This design comes from an exercise in tuning for small area, a short achievable clock period and few clock cycles per item on the open sky130 flow, not from production work.
Only simulation tests tie the RTL to the original design; equivalence was not proved.
The clock input has no modelled driver; a real chip could not lean on it and would need a root buffer or a full tree.
No activity file was given, so power comes from the tool's default toggle rates.

== run 1 ==
// apostolico_crochemore_matcher_core
module apostolico_crochemore_matcher_core (
    input  logic             aclk,
    input  logic             aresetn,
    input  logic             s_valid,
    output logic             s_ready,
    input  logic             s_cmd,
    input  logic [7:0]       s_data,
    input  logic             s_last,
    output logic             m_valid,
    input  logic             m_ready,
    output logic             m_found,
    output logic [acm_pkg::POS_W-1:0] m_position
);
Size in the first run: roughly 1900 cells after synthesis, ~670 flip-flops, roughly 0.023 mm^2 of cells after synthesis.
Settings: LEC_CHECK=0, CAP_MARGIN=20, CORE_MARGIN=2, CORE_UTILIZATION=70, SLEW_MARGIN=20; clock period 8.0 ns.
standard.sh (not shown) runs the stock make flow with config.mk's settings and CLKGATE_MAP_FILE= SYNTH_SCRIPT=/design/flow/synth_recipe.tcl, a recipe that flattens the netlist after the stock synthesis.
==> flow/flow/run.sh <==
#!/bin/bash
set -euo pipefail
export FLOW_CLOCK_PORT=aclk
bash standard.sh SETUP_SLACK_MARGIN=5.5 \
  "CTS_ARGS=-sink_clustering_enable -repair_clock_nets -sink_clustering_size 24 -sink_clustering_max_diameter 60 -buf_list sky130_fd_sc_hd__clkbuf_16 -dont_use_dummy_load" \
  "PRE_CTS_TCL=$PWD/flow/cts_hook.tcl" \
  finish > flow_standard.log 2>&1
==> flow/flow/cts_hook.tcl <==
rename clock_tree_synthesis my_orig_clock_tree_synthesis
proc clock_tree_synthesis { args } {
  my_orig_clock_tree_synthesis {*}$args
  set block [ord::get_db_block]
  set port_net [$block findNet $::env(FLOW_CLOCK_PORT)]
  set root ""
  foreach it [$port_net getITerms] {
    if { [$it getIoType] eq "INPUT" } {
      if { $root ne "" } { puts "cts_hook: clock port has more than one load, left as is"; return }
      set root [$it getInst]
    }
  }
  if { $root eq "" } { puts "cts_hook: no root buffer found"; return }
  set root_net [[$root findITerm X] getNet]
  set loads {}
  foreach it [$root_net getITerms] {
    if { [$it getInst] != $root } { lappend loads $it }
  }
  if { [llength $loads] > 4 } { puts "cts_hook: root buffer has [llength $loads] loads, left as is"; return }
  foreach it $loads { $it disconnect; $it connect $port_net }
  [$root findITerm A] disconnect
  [$root findITerm X] disconnect
  puts "cts_hook: removed [$root getName]; clock port now drives [llength $loads] buffers"
  odb::dbInst_destroy $root
  odb::dbNet_destroy $root_net
}
Run 1 | status: complete | timing, DRC, antenna: pass
Testbench counts of run 1, summed over its fixed seeds: cycles 28,267, text beats 26,169.
The following lists how run 2 was set up differently from run 1:
==> flow/flow/run.sh <==
#!/bin/bash
set -euo pipefail
export FLOW_CLOCK_PORT=aclk
bash standard.sh SETUP_SLACK_MARGIN=5.5 \
  "CTS_ARGS=-sink_clustering_enable -repair_clock_nets -sink_clustering_size 20 -sink_clustering_max_diameter 60 -buf_list sky130_fd_sc_hd__clkbuf_8 -root_buf sky130_fd_sc_hd__clkbuf_16 -dont_use_dummy_load" \
  "PRE_CTS_TCL=$PWD/flow/cts_hook.tcl" \
  finish > flow_standard.log 2>&1
--- outcome ---
Run 2 | status: complete | timing, DRC, antenna: pass
When the final numbers for run 1 and run 2 were put side by side, the number of gates on the worst path with buffers counted turned out to be smaller in run 1.
Sort run 1 and run 2 by final core utilization, ascending, and run 2 comes first.
Run 1 → run 2: critical path arrival lost 0.26 ns, insertion delay of the later-clocked pin in the worst-skew pair neither gained nor lost much, number of synthesized flops with an enable pin neither gained nor lost much, overall power lost 5.9%.
Changes in run 3 relative to run 2:
==> flow/flow/run.sh <==
#!/bin/bash
set -euo pipefail
export FLOW_CLOCK_PORT=aclk
bash standard.sh SETUP_SLACK_MARGIN=5.6 \
  "CTS_ARGS=-sink_clustering_enable -repair_clock_nets -sink_clustering_size 20 -sink_clustering_max_diameter 60 -buf_list sky130_fd_sc_hd__clkbuf_8 -dont_use_dummy_load" \
  "PRE_CTS_TCL=$PWD/flow/cts_hook.tcl" \
  finish > flow_standard.log 2>&1
--- outcome ---
- Run 2 -> run 3: number of storage elements in the synthesis netlist delta 0, exact match
- Diff run 2 -> run 3: end-of-flow core utilization barely changed; area growth from synthesis to layout barely changed; HPWL after detailed placement dropped 0.44%.
- Per the comparison of run 3 with run 2, critical path required time went down, iteration-0 DRC count of the detailed router shows an increase of 96.
- Final period utilization (higher): run 3
[inputs] run 4 vs run 3
==> flow/flow/run.sh <==
#!/bin/bash
set -euo pipefail
export FLOW_CLOCK_PORT=aclk
bash standard.sh SETUP_SLACK_MARGIN=5.5 \
  "CTS_ARGS=-sink_clustering_enable -repair_clock_nets -sink_clustering_size 18 -sink_clustering_max_diameter 55 -buf_list sky130_fd_sc_hd__clkbuf_8 -dont_use_dummy_load" \
  "PRE_CTS_TCL=$PWD/flow/cts_hook.tcl" \
  finish > flow_standard.log 2>&1
==> summary.txt <==
Run 4 against run 3: routed via count divided by cell count -1.4%, worst hold slack across all endpoints -0.0065 ns. The critical path arrival of run 4 and that of run 3 are within noise of each other. [compare] base=run 3 new=run 4: wire length of the first global-routing pass decreased by about 1.2% relative to the old numbers; sequential share of layout area increased by 0.35 points relative to the old numbers.
## Diff of input files: run 5 against run 4
==> flow/flow/run.sh <==
#!/bin/bash
set -euo pipefail
export FLOW_CLOCK_PORT=aclk
bash standard.sh SETUP_SLACK_MARGIN=5.4 \
  "CTS_ARGS=-sink_clustering_enable -repair_clock_nets -sink_clustering_size 20 -sink_clustering_max_diameter 60 -buf_list sky130_fd_sc_hd__clkbuf_8 -dont_use_dummy_load" \
  "PRE_CTS_TCL=$PWD/flow/cts_hook.tcl" \
  finish > flow_standard.log 2>&1
### Flow results
Changes observed in run 5 relative to run 4: count of nets after finishing dropped 12; power went down by about 1%; latest clock arrival within the worst-skew pair flat; clock power shrank by about 3%; worst-case register-to-register setup slack shrank by 0.05 ns.
Post-route cell area for run 5: about 2% down relative to run 4
Compared with run 4, placement density in the core of run 5 is lower.
Minimum clock period after layout delta (run 5 − run 4): unfavourable
Growth of design area from synthesis to finish delta for run 5 relative to run 4: 2.2 points lower
The run showing the smaller wire length is run 4.

---

apostolico_crochemore_matcher_core, a different RTL version from the one above (not shown whole).
For scale: about 2,700 cells after synthesis, about 33 I/O pins, about 25,000 sq um of cells after synthesis.
clock: 8.0 ns
lec_check: 0
abc_area: 1
cap_margin: 20
core_margin: 2
core_utilization: 40
cts_buf_list: sky130_fd_sc_hd__clkbuf_16
cts_cluster_diameter: 80
cts_cluster_size: 30
slew_margin: 20
==> flow/flow/run.sh <==
#!/bin/bash
set -euo pipefail
bash standard.sh SETUP_SLACK_MARGIN=5.5 finish > flow_standard.log 2>&1
Testbench counts at the start, summed over its fixed seeds: cycles 28,267, text beats 26,169.
==> next run, changes <==
==> flow/flow/run.sh (replaced) <==
#!/bin/bash
set -euo pipefail
bash standard.sh SETUP_SLACK_MARGIN=5.3 "CTS_ARGS=-sink_clustering_enable -repair_clock_nets -sink_clustering_size 30 -sink_clustering_max_diameter 80 -buf_list sky130_fd_sc_hd__clkbuf_16 -dont_use_dummy_load" finish > flow_standard.log 2>&1
- ABC_AREA: 1 -> default
- CORE_UTILIZATION: 40 -> 70
- CTS_BUF_LIST: sky130_fd_sc_hd__clkbuf_16 -> default
- CTS_CLUSTER_DIAMETER: 80 -> default
- CTS_CLUSTER_SIZE: 30 -> default
=>
- register-to-register slack gets worse by 0.29 ns
- final cell count decreases by a quarter to a third
- setup slack gets better by 0.042 ns
- routed wire length decreases by about a fifth
==> next run, changes <==
- CORE_UTILIZATION: 70 -> 80
After rerunning: Worst setup slack loses 0.16 ns; total power hardly moves; via count is higher by 4.4%; synthesized cell count is unchanged; die area is lower by 12%.
==> next run, changes <==
- CORE_UTILIZATION: 80 -> 40
Effect:
- worst hold slack got worse by 0.017 ns
- clock-buffer cell count rose by 4
- worst setup slack improved by 0.16 ns
- power rose by 1.7%
- cell area rose by 2.4%
- sequential power stays flat
- wire length fell by 3.8%
- clock skew rose by 0.011 ns
- area after synthesis is unchanged
- cell count rose by 16%

---

RTL: one of the versions met above, not the one the previous note started from.
Size: roughly 670 flip-flops, about 23000 µm² of cells after synthesis.
## apostolico_crochemore_matcher_core
module apostolico_crochemore_matcher_core (
    input  logic             aclk,
    input  logic             aresetn,
    input  logic             s_valid,
    output logic             s_ready,
    input  logic             s_cmd,
    input  logic [7:0]       s_data,
    input  logic             s_last,
    output logic             m_valid,
    input  logic             m_ready,
    output logic             m_found,
    output logic [acm_pkg::POS_W-1:0] m_position
);
clock: 8.0 ns
lec_check: 0
cap_margin: 20
core_margin: 2
core_utilization: 60
slew_margin: 20
==> flow/flow/run.sh <==
#!/bin/bash
set -euo pipefail
export FLOW_CLOCK_PORT=aclk
bash standard.sh SETUP_SLACK_MARGIN=5.5 \
  "CTS_ARGS=-sink_clustering_enable -repair_clock_nets -sink_clustering_size 20 -sink_clustering_max_diameter 60 -buf_list sky130_fd_sc_hd__clkbuf_8 -dont_use_dummy_load" \
  "PRE_CTS_TCL=$PWD/flow/cts_hook.tcl" \
  finish > flow_standard.log 2>&1
Scripts as last shown in full above: flow/flow/cts_hook.tcl
Testbench counts at the start, summed over its fixed seeds: cycles 28,267, text beats 26,169.
==> next run, changes <==
==> flow/flow/run.sh (replaced) <==
#!/bin/bash
set -euo pipefail
export FLOW_CLOCK_PORT=aclk
bash standard.sh SETUP_SLACK_MARGIN=5.4 \
  "CTS_ARGS=-sink_clustering_enable -repair_clock_nets -sink_clustering_size 20 -sink_clustering_max_diameter 60 -buf_list sky130_fd_sc_hd__clkbuf_8 -root_buf sky130_fd_sc_hd__clkbuf_16 -dont_use_dummy_load" \
  "PRE_CTS_TCL=$PWD/flow/cts_hook.tcl" \
  finish > flow_standard.log 2>&1
CORE_UTILIZATION = 70   (was 60)
Wire length stays flat.
Via count climbs by about 3%.
Cell area increases by 0.40%.
Fmax is about the same.
Worst hold slack loses 0.040 ns.
Non-clock buffer count does not change.
Clock skew stays flat.
==> next run, changes <==
==> flow/flow/run.sh (replaced) <==
#!/bin/bash
set -euo pipefail
export FLOW_CLOCK_PORT=aclk
bash standard.sh SETUP_SLACK_MARGIN=5.5 \
  "CTS_ARGS=-sink_clustering_enable -repair_clock_nets -sink_clustering_size 20 -sink_clustering_max_diameter 60 -buf_list sky130_fd_sc_hd__clkbuf_8 -dont_use_dummy_load" \
  "PRE_CTS_TCL=$PWD/flow/cts_hook.tcl" \
  finish > flow_standard.log 2>&1
PLACE_DENSITY_LB_ADDON = 0.1   (was unset)
What happened:
- critical path depth came out lower by 7
- global-route usage shrinks by 2.1 points
- worst setup slack gets worse by 0.021 ns
- core utilization drops by 1.5 points
- total power came out lower by 1.5%
- final area went down by 2.0%
- hold slack is better by 0.029 ns
- cell count went down by about 0.7%
==> next run, changes <==
==> flow/flow/run.sh (replaced) <==
#!/bin/bash
set -euo pipefail
export FLOW_CLOCK_PORT=aclk
bash standard.sh SETUP_SLACK_MARGIN=5.3 \
  "CTS_ARGS=-sink_clustering_enable -repair_clock_nets -sink_clustering_size 30 -sink_clustering_max_diameter 80 -buf_list sky130_fd_sc_hd__clkbuf_16 -dont_use_dummy_load" \
  "PRE_CTS_TCL=$PWD/flow/cts_hook.tcl" \
  finish > flow_standard.log 2>&1
PLACE_DENSITY_LB_ADDON = unset   (was 0.1)
The changed run completed without violations.
Flip-flop and latch count is unchanged.
Cell count falls by 0.79%.
Clock power is higher by about 10%.
Total power came out higher by 2.7%.
Hold slack gains 0.013 ns.
Via count is about the same.
Cell area went down by 0.54%.
Clock skew went down by 0.0054 ns.
Synthesized area stays the same.
Sequential share of layout area goes up by 0.28 points.
Wire length grows by 3.7%.

-- afterwards: timing with drivers on the ports --
The results above use ideal ports. As a check the final layouts listed here were re-extracted and re-timed, cells and wires unchanged. Step 1 sets driving cells, clkbuf_16 on the clock port and buf_2 on the other inputs (assumed; they add their load-dependent delay and slew). Step 2 moves the port delays by t, midway between the first and last clock arrival at a register: inputs arrive t later, outputs are due t later. That takes back most of the time a late clock gives input paths. a / b / c = ideal ports / drivers / drivers and shift; a / b = the first two.
run | t, ns | setup WS [ns] | clock arrival spread, ns | cell pins on the clock port's net
run 1 | 0.462 | 5.417 / 5.349 / 5.021 | 0.046 / 0.046 | 4
run 2 | 0.448 | 5.462 / 5.402 / 5.071 | 0.044 / 0.043 | 4
run 3 | 0.492 | 5.426 / 5.336 / 5.090 | 0.064 / 0.064 | 4
run 4 | 0.495 | 5.422 / 5.334 / 4.999 | 0.073 / 0.073 | 4
run 5 | 0.492 | 5.400 / 5.351 / 4.971 | 0.070 / 0.070 | 4
the first run of note 2 | 0.672 | 5.239 / 5.181 / 4.873 | 0.028 / 0.028 | 1
the second run of note 2 | 0.627 | 5.281 / 5.225 / 4.892 | 0.039 / 0.039 | 1
the third run of note 2 | 0.630 | 5.121 / 5.121 / 4.702 | 0.038 / 0.038 | 1
the fourth run of note 2 | 0.649 | 5.278 / 5.222 / 4.673 | 0.054 / 0.053 | 1
the first run of note 3 | 0.499 | 5.419 / 5.358 / 5.010 | 0.069 / 0.069 | 4
the second run of note 3 | 0.450 | 5.425 / 5.330 / 5.037 | 0.074 / 0.075 | 4
the third run of note 3 | 0.480 | 5.404 / 5.312 / 5.083 | 0.049 / 0.049 | 4
the fourth run of note 3 | 0.515 | 5.329 / 5.276 / 4.857 | 0.045 / 0.046 | 2
After both steps setup and hold are still met in every run listed. For the fourth run of note 2, which loses most, drivers alone change the setup slack by -0.056 ns; drivers and shift together by -0.605 ns.
